What follows belongs to an exercise in optimizing a design on an open flow for small area, a short achievable clock period and few clock cycles per item; a production flow would make more cautious choices.
Only simulation tests tie the RTL to the original design; equivalence was not proved.
Power is estimated from default activity; no workload was simulated.

<file path="flow/flow/run.sh">
#!/bin/bash
# Standard layout, with slow cells (wide OR/NOR, a2111/o2111, a222oi,
# clkdlybuf) kept out of synthesis and timing repair.
set -e
cp standard.sh standard_sh_copy.log
cp config.mk config_mk_orig.log
cat flow/dont_use.mk >> config.mk
bash standard.sh > standard_sh.log 2>&1
</file>
<file path="flow/flow/dont_use.mk">
export DONT_USE_CELLS += sky130_fd_sc_hd__or4_1 sky130_fd_sc_hd__or4_2 sky130_fd_sc_hd__or4_4 sky130_fd_sc_hd__or4b_1 sky130_fd_sc_hd__or4b_2 sky130_fd_sc_hd__or4b_4 sky130_fd_sc_hd__or4bb_1 sky130_fd_sc_hd__or4bb_2 sky130_fd_sc_hd__or4bb_4 sky130_fd_sc_hd__nor4_1 sky130_fd_sc_hd__nor4_2 sky130_fd_sc_hd__nor4_4 sky130_fd_sc_hd__nor4b_1 sky130_fd_sc_hd__nor4b_2 sky130_fd_sc_hd__nor4b_4 sky130_fd_sc_hd__nor4bb_1 sky130_fd_sc_hd__nor4bb_2 sky130_fd_sc_hd__nor4bb_4 sky130_fd_sc_hd__or3_1 sky130_fd_sc_hd__or3_2 sky130_fd_sc_hd__or3_4 sky130_fd_sc_hd__or3b_1 sky130_fd_sc_hd__or3b_2 sky130_fd_sc_hd__or3b_4 sky130_fd_sc_hd__a2111oi_0 sky130_fd_sc_hd__a2111oi_1 sky130_fd_sc_hd__a2111oi_2 sky130_fd_sc_hd__a2111oi_4 sky130_fd_sc_hd__a2111o_1 sky130_fd_sc_hd__a2111o_2 sky130_fd_sc_hd__a2111o_4 sky130_fd_sc_hd__o2111a_1 sky130_fd_sc_hd__o2111a_2 sky130_fd_sc_hd__o2111a_4 sky130_fd_sc_hd__o2111ai_1 sky130_fd_sc_hd__o2111ai_2 sky130_fd_sc_hd__o2111ai_4 sky130_fd_sc_hd__a222oi_1 sky130_fd_sc_hd__clkdlybuf4s15_1 sky130_fd_sc_hd__clkdlybuf4s15_2 sky130_fd_sc_hd__clkdlybuf4s18_1 sky130_fd_sc_hd__clkdlybuf4s18_2 sky130_fd_sc_hd__clkdlybuf4s25_1 sky130_fd_sc_hd__clkdlybuf4s25_2 sky130_fd_sc_hd__clkdlybuf4s50_1 sky130_fd_sc_hd__clkdlybuf4s50_2
</file>
<file path="flow/standard.sh">
#!/bin/bash
# synth_recipe.tcl (not shown) runs the flow's synth.tcl, then flattens the netlist and writes it again
# the make line also repeats each setting of config.mk as NAME=value (left out here)
make -C /OpenROAD-flow-scripts/flow DESIGN_CONFIG=/design/flow/config.mk WORK_HOME=/design/flow/orfs CLKGATE_MAP_FILE= SYNTH_SCRIPT=/design/flow/synth_recipe.tcl "${@:-finish}"
</file>
<file path="flow/config.mk">
export PLATFORM = sky130hd
export DESIGN_NAME = uncore_event_counter_pmu
export DESIGN_NICKNAME = uncore_event_counter_pmu
export VERILOG_FILES = /design/flow/design.v
export SDC_FILE = /design/flow/constraint.sdc
export NUM_CORES = 4
export LEC_CHECK = 0
export CAP_MARGIN = 20
export CORE_MARGIN = 2
export CORE_UTILIZATION = 40
export SETUP_SLACK_MARGIN = 1.4
export SLEW_MARGIN = 20
export DONT_USE_CELLS += sky130_fd_sc_hd__or4_1 sky130_fd_sc_hd__or4_2 sky130_fd_sc_hd__or4_4 sky130_fd_sc_hd__or4b_1 sky130_fd_sc_hd__or4b_2 sky130_fd_sc_hd__or4b_4 sky130_fd_sc_hd__or4bb_1 sky130_fd_sc_hd__or4bb_2 sky130_fd_sc_hd__or4bb_4 sky130_fd_sc_hd__nor4_1 sky130_fd_sc_hd__nor4_2 sky130_fd_sc_hd__nor4_4 sky130_fd_sc_hd__nor4b_1 sky130_fd_sc_hd__nor4b_2 sky130_fd_sc_hd__nor4b_4 sky130_fd_sc_hd__nor4bb_1 sky130_fd_sc_hd__nor4bb_2 sky130_fd_sc_hd__nor4bb_4 sky130_fd_sc_hd__or3_1 sky130_fd_sc_hd__or3_2 sky130_fd_sc_hd__or3_4 sky130_fd_sc_hd__or3b_1 sky130_fd_sc_hd__or3b_2 sky130_fd_sc_hd__or3b_4 sky130_fd_sc_hd__a2111oi_0 sky130_fd_sc_hd__a2111oi_1 sky130_fd_sc_hd__a2111oi_2 sky130_fd_sc_hd__a2111oi_4 sky130_fd_sc_hd__a2111o_1 sky130_fd_sc_hd__a2111o_2 sky130_fd_sc_hd__a2111o_4 sky130_fd_sc_hd__o2111a_1 sky130_fd_sc_hd__o2111a_2 sky130_fd_sc_hd__o2111a_4 sky130_fd_sc_hd__o2111ai_1 sky130_fd_sc_hd__o2111ai_2 sky130_fd_sc_hd__o2111ai_4 sky130_fd_sc_hd__a222oi_1 sky130_fd_sc_hd__clkdlybuf4s15_1 sky130_fd_sc_hd__clkdlybuf4s15_2 sky130_fd_sc_hd__clkdlybuf4s18_1 sky130_fd_sc_hd__clkdlybuf4s18_2 sky130_fd_sc_hd__clkdlybuf4s25_1 sky130_fd_sc_hd__clkdlybuf4s25_2 sky130_fd_sc_hd__clkdlybuf4s50_1 sky130_fd_sc_hd__clkdlybuf4s50_2
</file>
<file path="flow/constraint.sdc">
create_clock -name core_clock -period 3.5 [get_ports {i_clk}]
set_input_delay 0.7000 -clock core_clock [delete_from_list [all_inputs] [get_ports {i_clk}]]
set_output_delay 0.7000 -clock core_clock [all_outputs]
set_load 0.01 [all_outputs]
</file>
<file path="flow/design.v">
`default_nettype none
package uecpmu_pkg;
    localparam int DATA_W    = 32;
    localparam int OFF_W     = 8;
    localparam int PULSE_W   = 8;
    localparam int MASK_W    = 4;
    localparam int IDX_W     = 2;
    localparam int CODE_W    = 8;
    localparam int CMD_W     = 4 + IDX_W + DATA_W + PULSE_W;
    localparam int RES_W     = DATA_W + 2;
    localparam logic [1:0] MODE_RD    = 2'd0;
    localparam logic [1:0] MODE_WR    = 2'd1;
    localparam logic [1:0] MODE_EVENT = 2'd2;
    localparam logic [OFF_W-1:0] OFF_CNT0   = 8'h30;
    localparam logic [OFF_W-1:0] OFF_CTRL   = 8'h40;
    localparam logic [OFF_W-1:0] OFF_EVTYPE = 8'h48;
    localparam logic [OFF_W-1:0] OFF_INTM   = 8'h60;
    localparam logic [OFF_W-1:0] OFF_INTS   = 8'h68;
    localparam logic [OFF_W-1:0] OFF_INTC   = 8'h6C;
    localparam logic [CODE_W-1:0] EVT_NONE = 8'hFF;
    localparam int                CTRL_EN  = 0;
    typedef enum logic [3:0] {
        OP_IDLE,
        OP_EVENT,
        OP_CNT_RD,
        OP_CNT_WR,
        OP_CTRL_RD,
        OP_CTRL_WR,
        OP_EVT_RD,
        OP_EVT_WR,
        OP_MASK_RD,
        OP_MASK_WR,
        OP_STAT_RD,
        OP_CLR_WR,
        OP_NOP,
        OP_ERR
    } t_op;
    typedef struct packed {
        t_op                op;
        logic [IDX_W-1:0]   idx;
        logic [DATA_W-1:0]  data;
        logic [PULSE_W-1:0] pulses;
    } t_cmd;
    typedef struct packed {
        logic [DATA_W-1:0] read_data;
        logic              access_error;
        logic              irq;
    } t_res;
endpackage
`default_nettype wire
`default_nettype none
module uncore_event_counter_pmu
#(
    parameter int NUM_CTRS        = 4,
    parameter int NUM_EVENT_CODES = 8
) (
    input  wire logic               i_clk,
    input  wire logic               i_rst_n,
    input  wire logic               i_push,
    output logic                    o_full,
    input  wire logic [1:0]         i_mode,
    input  wire logic [uecpmu_pkg::OFF_W-1:0]   i_reg_offset,
    input  wire logic [uecpmu_pkg::DATA_W-1:0]  i_write_data,
    input  wire logic [uecpmu_pkg::PULSE_W-1:0] i_event_pulses,
    output logic                    o_empty,
    input  wire logic               i_pop,
    output logic [uecpmu_pkg::DATA_W-1:0]       o_read_data,
    output logic                    o_access_error,
    output logic                    o_irq
);
    logic [31:0] r_ctr [4];
    logic [31:0] r_evsel;
    logic        r_en;
    logic [3:0]  r_mask;
    logic [3:0]  r_stat;
    logic [3:0]  r_inc;         
    logic        r_empty;
    logic        r_err;
    logic [3:0]  r_rd_ctr;      
    logic [3:0]  r_rd_ctr_hi;   
    logic        r_rd_ctrl;
    logic        r_rd_evt;
    logic        r_rd_evt_hi;
    logic        r_rd_mask;
    logic        r_rd_stat;
    logic        w_take;
    logic        w_res_ld;
    logic        w_rd, w_wr, w_ev;
    logic        w_is_cnt, w_is_ctrl, w_is_evt, w_is_mask, w_is_stat, w_is_clr;
    logic [3:0]  w_cnt_sel;
    logic [3:0]  w_inc;
    logic [3:0]  w_full;        
    logic [3:0]  w_ld;
    logic [31:0] w_ld_data;
    logic [31:0] w_ones [4];
    logic        n_en;
    logic [31:0] n_evsel;
    logic [3:0]  n_mask;
    logic [3:0]  n_stat;
    assign w_res_ld = r_empty || i_pop;
    assign w_take   = i_push && w_res_ld;
    assign o_full   = !w_res_ld;
    assign o_empty  = r_empty;
    always_comb begin
        w_rd      = (i_mode == 2'd0);
        w_wr      = (i_mode == 2'd1);
        w_ev      = (i_mode == 2'd2);
        w_is_cnt  = (i_reg_offset[7:4] == 4'h3) && (i_reg_offset[1:0] == 2'b00);
        w_is_ctrl = (i_reg_offset == 8'h40);
        w_is_evt  = (i_reg_offset == 8'h48);
        w_is_mask = (i_reg_offset == 8'h60);
        w_is_stat = (i_reg_offset == 8'h68);
        w_is_clr  = (i_reg_offset == 8'h6C);
        for (int i = 0; i < 4; i++) begin
            w_cnt_sel[i] = w_is_cnt && (i_reg_offset[3:2] == 2'(i));
        end
    end
    always_comb begin
        for (int i = 0; i < 4; i++) begin
            w_ones[i][0] = 1'b1;
            for (int b = 1; b < 32; b++) begin
                w_ones[i][b] = w_ones[i][b-1] && r_ctr[i][b-1];
            end
            w_full[i] = r_inc[i] ? (&r_ctr[i][31:1] && !r_ctr[i][0]) : (&r_ctr[i]);
        end
    end
    always_comb begin
        n_en    = r_en;
        n_evsel = r_evsel;
        n_mask  = r_mask;
        n_stat  = r_stat;
        for (int i = 0; i < 4; i++) begin
            w_inc[i] = w_take && w_ev && r_en && (r_evsel[8*i+3 +: 5] == 5'd0) &&
                       i_event_pulses[r_evsel[8*i +: 3]];
            if (w_inc[i] && w_full[i]) begin
                n_stat[i] = 1'b1;
            end
        end
        if (w_take && w_wr) begin
            if (w_is_ctrl) n_en    = i_write_data[0];
            if (w_is_evt)  n_evsel = i_write_data;
            if (w_is_mask) n_mask  = i_write_data[3:0];
            if (w_is_clr)  n_stat  = r_stat & ~i_write_data[3:0];
        end
        if (!i_rst_n) begin
            n_en    = 1'b0;
            n_evsel = '1;
            n_mask  = '1;
            n_stat  = '0;
        end
    end
    always_ff @(posedge i_clk) begin
        r_en    <= n_en;
        r_evsel <= n_evsel;
        r_mask  <= n_mask;
        r_stat  <= n_stat;
        r_inc   <= i_rst_n ? w_inc : 4'd0;
    end
    assign w_ld_data = i_rst_n ? i_write_data : 32'd0;
    always_comb begin
        for (int i = 0; i < 4; i++) begin
            w_ld[i] = !i_rst_n || (w_take && w_wr && w_cnt_sel[i]);
        end
    end
    always_ff @(posedge i_clk) begin
        for (int i = 0; i < 4; i++) begin
            r_ctr[i] <= w_ld[i] ? w_ld_data : r_ctr[i] ^ ({32{r_inc[i]}} & w_ones[i]);
        end
    end
    always_ff @(posedge i_clk) begin
        if (!i_rst_n) begin
            r_empty <= 1'b1;
        end else if (w_res_ld) begin
            r_empty <= !i_push;
        end
    end
    always_ff @(posedge i_clk) begin
        if (w_take) begin
            r_err     <= (w_rd || w_wr) && !(w_is_cnt || w_is_ctrl || w_is_evt ||
                                             w_is_mask || w_is_stat || w_is_clr);
            r_rd_ctr  <= w_rd ? w_cnt_sel : 4'd0;
            r_rd_ctrl <= w_rd && w_is_ctrl;
            r_rd_evt  <= w_rd && w_is_evt;
            r_rd_ctr_hi <= w_rd ? w_cnt_sel : 4'd0;
            r_rd_evt_hi <= w_rd && w_is_evt;
            r_rd_mask <= w_rd && w_is_mask;
            r_rd_stat <= w_rd && w_is_stat;
        end else begin
            r_err     <= r_err     && !r_empty;
            r_rd_ctr  <= r_rd_ctr  & {4{!r_empty}};
            r_rd_ctrl <= r_rd_ctrl && !r_empty;
            r_rd_evt  <= r_rd_evt  && !r_empty;
            r_rd_ctr_hi <= r_rd_ctr_hi & {4{!r_empty}};
            r_rd_evt_hi <= r_rd_evt_hi && !r_empty;
            r_rd_mask <= r_rd_mask && !r_empty;
            r_rd_stat <= r_rd_stat && !r_empty;
        end
    end
    always_comb begin
        o_read_data[15:0] = ({16{r_rd_ctr[0]}} & r_ctr[0][15:0]) |
                            ({16{r_rd_ctr[1]}} & r_ctr[1][15:0]) |
                            ({16{r_rd_ctr[2]}} & r_ctr[2][15:0]) |
                            ({16{r_rd_ctr[3]}} & r_ctr[3][15:0]) |
                            ({16{r_rd_evt}}    & r_evsel[15:0])  |
                            {15'd0, r_rd_ctrl & r_en}          |
                            {12'd0, {4{r_rd_mask}} & r_mask}   |
                            {12'd0, {4{r_rd_stat}} & r_stat};
        o_read_data[31:16] = ({16{r_rd_ctr_hi[0]}} & r_ctr[0][31:16]) |
                             ({16{r_rd_ctr_hi[1]}} & r_ctr[1][31:16]) |
                             ({16{r_rd_ctr_hi[2]}} & r_ctr[2][31:16]) |
                             ({16{r_rd_ctr_hi[3]}} & r_ctr[3][31:16]) |
                             ({16{r_rd_evt_hi}}    & r_evsel[31:16]);
    end
    assign o_access_error = r_err;
    assign o_irq          = |(r_stat & ~r_mask);
endmodule
`default_nettype wire
</file>
==> flow_summary.yaml, run 1 <==
floorplanning:
  die_h_microns: 162
  io_pins: 90
  core_sq_mm: 0.0245
  row_count: 57
  die_w_microns: 162
  dieArea_sq_mm: 0.0264
  initial_core_util_pct: 41.0
clock_network:
  cts.sinks: 188
  clkSlewWorstSetupHoldPaths_ns: 0.07
  clockBufferDepth: 2
  tritoncts: "yes"
  numCtsBuffers: 17
  clkLatencyLatePin_ns: 0.44
  clock-root-buffer: "clkbuf_16"
  htree_levels: 4
routing:
  dr.pass1.iters: 6
  wirelength_microns: 33900
  ant_nets: 0
  via_count: 9575
  wl_per_cell_microns: 21.1
  drc: 0
  drt_iter0_drc: 927
  vias_per_cell: 5.95
synth:
  synth-seq-cells: 188
  synth-simple-area-share_pct: 24.2
  synth-compound-area-share_pct: 20.4
  syn_area_per_cell_sq_um: 8.16
  synth_cell_types: 55
  synth.yosys.seq_area_share_pct: 37.5
  synthMuxAreaShare_pct: 2.77
  async_reset_ff_share_pct: 0
  syn_inst: 1230
  syn_area_sq_mm: 0.0100
  synthFlopType: "dfxtp_1"
  synth_xor_xnor_area_share_pct: 9.78
  synth_edf_count: 0
  synth_adder_area_share_pct: 0.499
  syn-num-nets: 1288
  synth_top_family_by_area: "simple AND/OR/NAND/NOR gates"
  yosys_warnings: 3
setup_path:
  slowest_delay_ns: 0.37
  start_kind: "register"
  end_kind: "output pin"
  path_buf_inv: 2
  cp_data_required_time_ns: 2.80
  cpMaxStageDelayCell: "dfxtp_4"
  timing_worst_setup_path_type: "register to output pin"
  r2r-end: "r_ctr[1][28]"
  path_cells: "buf_6 > a22oi_2 > nand3_1 > buf_1"
  cp_data_arrival_time_ns: 1.47
  r2r-start: "r_ctr[1][4]"
  reg2reg_slack_ns: 1.49
  cpLargestDelayFamily: "flip-flops"
  cp_max_fo: 7
  worstRegToRegCells: 5
global_routing:
  grt_pass1_vias: 8655
  grt_pass1_wl_microns: 51000
  antenna_found_initial: 0
  grt_max_degree: 64
  grt_overflow_total: 0
  track_usage_pct: 25.0
finish:
  area.growth.synth_to_final_pct: 14.9
  multi_input_comb_area_sq_mm: 0.00602
  layout.nets: 1330
  n_antenna_cell: 0
  nFillCells: 2382
  fin_cells: 1608
  drive_gt1_share_pct: 11.4
  ff_latch_area_sq_mm: 0.00380
power_and_ir_drop:
  power_switching_share_pct: 22.0
  seq_power_share_pct: 46.9
  p_sw_mw: 1.00
  intPower_mw: 3.55
  ir_drop_uv: 319
  p_per_area_mw_per_mm2: 396
  p_clk_share_pct: 49.3
  p_leak_nw: 4.27
  pwr-share-comb_pct: 3.9
min_path:
  hp-start: "r_err"
  whs_path_depth: 2
  hold_path_class: "register to register"
  hold_end: "r_err"
timing:
  max_freq_mhz: 461
  worst_pin_slew_ns: 1.04
  finalMaxSlewViolations: 0
  timing_hold_violations_final: 0
  min_period_over_period_pct: 61.9
  relSlewSlack_pct: 30.5
  final.min_clock_period_ns: 2.17
  setup_viol: 0
  rsz0062_at_grt: "true"
  fin_setup_tns_ns: 0
  worst_clock_skew_ns: 0.0109
placement:
  portBuffers: 89
  place_inst: 1562
  gp_congestion: 0.864
  hpwl_microns: 22700
run:
  max-cap-violations: 0
status:
  status: "finished clean"
-- repair_timing --
action | CTS | global route
hold buffers | 0 | 0
buffers inserted | 4 | 9
endpoints found under the hold margin | 0 | 0
gates cloned | 0 | 2
setup endpoints to repair | 142 | 141
pin swaps | 6 | 17
resized for setup | 48 | 41
-- worst reg2reg max path, cell delays in order (launching register included) --
cell	delay [ns]
dfxtp_1	0.46
and4_1	0.34
and4_2	0.57
nand4_1	0.23
xor2_1	0.18
a21oi_1	0.16
-- power groups by stage --
stage	clock [mW]	combinational [mW]	sequential, mW
floorplan	0	0.0783	2.19
global placement	0	0.165	2.19
detailed placement	0	0.165	2.19
CTS	2.27	0.167	2.14
global route	2.35	0.190	2.14
finish	2.25	0.177	2.14
-- layout by cell type (no fill, tap or decap), drive strengths merged, types with 2 or more instances in the layout --
cell type	n
xor2	92
o21a	2
a211oi	33
a31o	5
and2	14
bufinv	6
ha	4
inv	12
clkinv	4
nand2	149
or2	2
nand3	110
o21ai	107
a32o	3
mux4	7
nand2b	2
nor2	46
a22oi	70
nand4	45
clkbuf	30
nor3	16
o31ai	2
xnor2	20
and4	27
dfxtp	188
and3	37
o211ai	3
nor2b	3
a31oi	8
a21o	7
a21oi	86
mux2i	12
and4b	3
buf	108
nand3b	3
nand4b	6
-- state kept, by name (all words and copies together), names as in the netlist --
name / cells
r_rd_ctrl: 1
r_inc: 4
r_mask: 4
r_rd_mask: 1
r_rd_ctr_hi: 4
r_rd_stat: 1
r_rd_evt: 1
r_evsel: 32
r_stat: 4
r_ctr: 128
r_err: 1
r_rd_ctr: 4
r_rd_evt_hi: 1
r_en: 1
r_empty: 1
-- how the worst max path moves through the flow --
stage | from | endpoint | slack [ns] | cells past startpoint
floorplan | i_reg_offset[1] | r_ctr[1][22] | 1.52 | 7
global placement | i_reg_offset[1] | r_ctr[3][15] | 0.79 | 7
detailed placement | i_reg_offset[1] | r_ctr[1][23] | 0.69 | 7
CTS | i_reg_offset[1] | r_ctr[1][23] | 1.29 | 7
global route | r_rd_ctr_hi[0] | o_read_data[18] | 1.29 | 4
finish | r_rd_ctr_hi[0] | o_read_data[19] | 1.33 | 4
-- final cells by class --
type                       instances  area share [%]
inverter                          12           0.391
timing repair buffer             118            5.05
multi-input combinational        935            52.2
clock buffer                      20            3.96
sequential                       188            33.0
tap                              324            3.52
clock inverter                    11            1.87
-- through the flow --
| stage | area, sq um | worst slack (ns) | util, % | hold slack [ns] | total power, mW |
|---|---|---|---|---|---|
| floorplan | 10000 | 1.52 | - | 0.443 | 2.27 |
| global placement | 10500 | 0.792 | 42.7 | 0.447 | 2.36 |
| detailed placement | 10500 | 0.689 | 42.7 | 0.446 | 2.36 |
| CTS | 11300 | 1.29 | 46.2 | 0.470 | 4.57 |
| global route | 11500 | 1.29 | 47.1 | 0.494 | 4.68 |
| finish | 11500 | 1.33 | 47.1 | 0.459 | 4.56 |
-- per-layer routing --
metal	up-vias	track usage (%)	wire length (microns)	share of wire, %
met2	341	38.6	15200	45
met3	45	3.59	2000	5.9
met1	4621	36.2	15900	47
met5	-	0	0	0
met4	0	7.56	733	2.2
li1	4568	-	-	-
-- cell usage after synthesis (all sizes together), types with 8 or more instances --
master    n  area [sq um]
a211oi   33           253
a21oi    86           430
a22oi    70           526
a31oi     8          50.1
and2     14          87.6
and3     37           231
and4     27           236
buf      35           204
clkbuf   62           235
dfxtp   188          3760
inv      12          45.0
mux2i    12           120
nand2   149           559
nand3   110           573
nand4    44           290
nor2     46           173
nor3     16          95.1
o21ai   107           536
xnor2    20           175
xor2     92           806
-- kinds of logic (layout without fill, tap and decap cells) --
family / after synthesis / count (layout)
fa+ha+maj: 4 / 4
simple gates: 464 / 466
mux: 19 / 19
xor+xnor: 112 / 112
buf+inv: 109 / 161
compound gates: 334 / 334
flops: 188 / 188
Testbench counts, summed over its fixed seeds: cycles 13,603, items 12,000.
==> inputs of run 2 (changes only) <==
--- a/flow/config.mk
+++ b/flow/config.mk
@@ -8,6 +8,6 @@
 export CAP_MARGIN = 20
 export CORE_MARGIN = 2
 export CORE_UTILIZATION = 40
-export SETUP_SLACK_MARGIN = 1.4
+export SETUP_SLACK_MARGIN = 1.3
 export SLEW_MARGIN = 20
 export DONT_USE_CELLS += sky130_fd_sc_hd__or4_1 sky130_fd_sc_hd__or4_2 sky130_fd_sc_hd__or4_4 sky130_fd_sc_hd__or4b_1 sky130_fd_sc_hd__or4b_2 sky130_fd_sc_hd__or4b_4 sky130_fd_sc_hd__or4bb_1 sky130_fd_sc_hd__or4bb_2 sky130_fd_sc_hd__or4bb_4 sky130_fd_sc_hd__nor4_1 sky130_fd_sc_hd__nor4_2 sky130_fd_sc_hd__nor4_4 sky130_fd_sc_hd__nor4b_1 sky130_fd_sc_hd__nor4b_2 sky130_fd_sc_hd__nor4b_4 sky130_fd_sc_hd__nor4bb_1 sky130_fd_sc_hd__nor4bb_2 sky130_fd_sc_hd__nor4bb_4 sky130_fd_sc_hd__or3_1 sky130_fd_sc_hd__or3_2 sky130_fd_sc_hd__or3_4 sky130_fd_sc_hd__or3b_1 sky130_fd_sc_hd__or3b_2 sky130_fd_sc_hd__or3b_4 sky130_fd_sc_hd__a2111oi_0 sky130_fd_sc_hd__a2111oi_1 sky130_fd_sc_hd__a2111oi_2 sky130_fd_sc_hd__a2111oi_4 sky130_fd_sc_hd__a2111o_1 sky130_fd_sc_hd__a2111o_2 sky130_fd_sc_hd__a2111o_4 sky130_fd_sc_hd__o2111a_1 sky130_fd_sc_hd__o2111a_2 sky130_fd_sc_hd__o2111a_4 sky130_fd_sc_hd__o2111ai_1 sky130_fd_sc_hd__o2111ai_2 sky130_fd_sc_hd__o2111ai_4 sky130_fd_sc_hd__a222oi_1 sky130_fd_sc_hd__clkdlybuf4s15_1 sky130_fd_sc_hd__clkdlybuf4s15_2 sky130_fd_sc_hd__clkdlybuf4s18_1 sky130_fd_sc_hd__clkdlybuf4s18_2 sky130_fd_sc_hd__clkdlybuf4s25_1 sky130_fd_sc_hd__clkdlybuf4s25_2 sky130_fd_sc_hd__clkdlybuf4s50_1 sky130_fd_sc_hd__clkdlybuf4s50_2
==> run 2 against run 1 <==
  * Final cell count shrank 0.37%
  * Still clean
  * Sequential cell count unchanged
  * Critical endpoint is now o_read_data[28]
  * Synthesized cell count unchanged
  * Clock power about the same
==> flow_summary.yaml, run 2 <==
routing:
  dr.pass1.iters: 5
  drt_iter0_drc: 884
  ant_nets: 0
  wirelength_microns: 33500
  wl_per_cell_microns: 20.9
  drc: 0
  via_count: 9472
  vias_per_cell: 5.91
floorplanning:
  die_h_microns: 162
  die_w_microns: 162
  dieArea_sq_mm: 0.0264
  core_sq_mm: 0.0245
  row_count: 57
  io_pins: 90
  initial_core_util_pct: 41.0
finish:
  area.growth.synth_to_final_pct: 13.0
  final_common_cell: "dfxtp_1"
  top_register: "r_ctr"
  utilization_pct: 46.4
  reg.largest.list: "r_ctr: 128 flops, r_evsel: 32 flops"
  n_antenna_cell: 0
  nFillCells: 2405
  final_cell_mix: "178 x dfxtp_1, 149 x nand2_1, 107 x nand3_1, 107 x o21ai_0, 93 x buf_1"
  drive_gt1_share_pct: 8.29
  largest_reg_flops: 128
  layout.nets: 1324
clock_network:
  clock-root-buffer: "clkbuf_16"
  numCtsBuffers: 17
  clockBufferDepth: 2
  htree_levels: 4
  cts.sinks: 188
  hold_buffers: 0
  clkLatencyLatePin_ns: 0.44
  clkSlewWorstSetupHoldPaths_ns: 0.07
  tritoncts: "yes"
timing:
  finalWorstSetupSlack_ns: 1.32
  timing_hold_violations_final: 0
  rsz0062_at_grt: "true"
  final.min_clock_period_ns: 2.18
  max_freq_mhz: 459
  worst_pin_slew_ns: 1.05
  worst_clock_skew_ns: 0.0108
  relSlewSlack_pct: 29.9
  fin_setup_tns_ns: 0
  finalMaxSlewViolations: 0
  min_period_over_period_pct: 62.2
  whs_ns: 0.459
  setup_viol: 0
global_routing:
  grt_overflow_total: 0
  track_usage_pct: 24.9
  grt_max_degree: 64
  grt_pass1_vias: 8621
  grt_pass1_wl_microns: 50800
  antenna_found_initial: 0
setup_path:
  crit_start: "r_rd_ctr_hi[0]"
  endpoint: "o_read_data[28]"
  cp_data_arrival_time_ns: 1.48
  reg2reg_slack_ns: 1.42
  worstRegToRegCells: 5
  timing_worst_setup_path_type: "register to output pin"
  start_kind: "register"
  r2r-start: "r_ctr[0][0]"
  cp_data_required_time_ns: 2.80
  end_kind: "output pin"
  r2r-end: "r_ctr[0][9]"
  cp_max_fo: 17
status:
  status: "finished clean"
run:
  max-cap-violations: 0
synth:
  synth_top_cell_by_area: "dfxtp_1"
  async_reset_ff_share_pct: 0
  synth_cell_types: 55
  syn_area_per_cell_sq_um: 8.16
  syn_area_sq_mm: 0.0100
  synth_edf_count: 0
  synth.yosys.seq_area_share_pct: 37.5
  synth.top_cell.area_share_pct: 37.5
  syn_inst: 1230
  synthFlopType: "dfxtp_1"
  synth.most_common_cell: "dfxtp_1"
  synth-seq-cells: 188
  syn-num-nets: 1288
  yosys-top-cells-count: "188 x dfxtp_1, 149 x nand2_1, 107 x nand3_1, 107 x o21ai_0, 92 x xor2_1"
  synth.area.top_cells: "dfxtp_1 38%, xor2_1 8.0%, nand2_1 5.6%"
  yosys_warnings: 3
placement:
  portBuffers: 89
  hpwl_microns: 22700
  gp_congestion: 0.864
  post-place-ws_ns: 0.689
min_path:
  hold_path_class: "register to register"
power_and_ir_drop:
  p_leak_nw: 4.18
  ir_drop_uv: 319
  p_per_area_mw_per_mm2: 402
[run 2: worst max-delay path: stages (launching register included)]
cell,delay [ns]
dfxtp_4,0.43
a22oi_1,0.28
nand3_1,0.16
buf_1,0.16
[run 2: layout make-up]
cell class	count	area [sq um]	area share, %
tap	324	405	3.57
inverter	12	45.0	0.397
clock inverter	11	215	1.90
sequential	188	3800	33.5
clock buffer	20	457	4.03
multi-input combinational	935	5900	52.0
timing repair buffer	112	520	4.59
[run 2: cell families after synthesis]
kind of cell / count (synthesis) / synth area share [%]
simple gates: 464 / 24.2
buf+inv: 109 / 4.83
flops: 188 / 37.5
mux: 19 / 2.77
compound gates: 334 / 20.4
xor+xnor: 112 / 9.78
fa+ha+maj: 4 / 0.499
[run 2: through the flow]
stage	power (mW)	cell area (sq um)	cells
after global routing	4.67	11300	1602
after floorplan	2.27	10000	1230
final	4.56	11300	1602
after CTS	4.57	11200	1593
after detailed placement	2.36	10500	1562
after global placement	2.36	10500	1562
[run 2: what timing repair did]
item,CTS,global route
setup buffers,0,7
pin swaps,0,4
setup endpoints to repair,112,115
endpoints found under the hold margin,0,0
resized for setup,28,19
cloned,0,2
[run 2: worst min-delay path by stage]
stage / startpoint / end / cells after the start
final: r_err / r_err / 2
after global routing: r_err / r_err / 2
after CTS: r_err / r_err / 2
after detailed placement: r_err / r_err / 2
after global placement: r_err / r_err / 2
after floorplan: r_rd_ctrl / r_rd_ctrl / 1
[run 2: power breakdown]
| group | internal, mW | leakage, nW | switching, mW | total, mW |
|---|---|---|---|---|
| logic | 0.0454 | 2.33 | 0.131 | 0.177 |
| registers | 2.13 | 1.52 | 0.00318 | 2.14 |
| clock network | 1.38 | 0.326 | 0.873 | 2.25 |
[run 2: layer usage]
metal | wire [microns] | GRT usage (%)
met3 | 2000 | 3.59
met1 | 15700 | 36.0
met2 | 15100 | 38.5
met5 | 0 | 0
met4 | 683 | 7.56

==> afterwards: timing with drivers on the ports <==
How much do the figures lean on ideal ports? The routed layouts below were timed once more, with nothing changed but the port constraints.
Step 1: set_driving_cell puts a clkbuf_16 on i_clk and a buf_2 on each other input, an assumption about the parent block.
Step 2 also shifts input and output timing later by t, the mid clock arrival at the registers, as if the neighbouring blocks saw the same clock.
a / b / c = ideal / step 1 / step 2; a / b = the first two.
run | t (ns) | setup slack, ns | hold slack, ns | worst setup path at the end
run 1 | 0.484 | 1.333 / 1.281 / 0.937 | 0.459 / 0.459 / 0.459 | input to register
run 2 | 0.487 | 1.323 / 1.268 / 0.911 | 0.459 / 0.459 / 0.459 | input to register
After both steps every run listed still meets setup and hold. The setup slack of run 2, which loses most, moves by -0.055 ns with the drivers and by -0.412 ns with both steps.
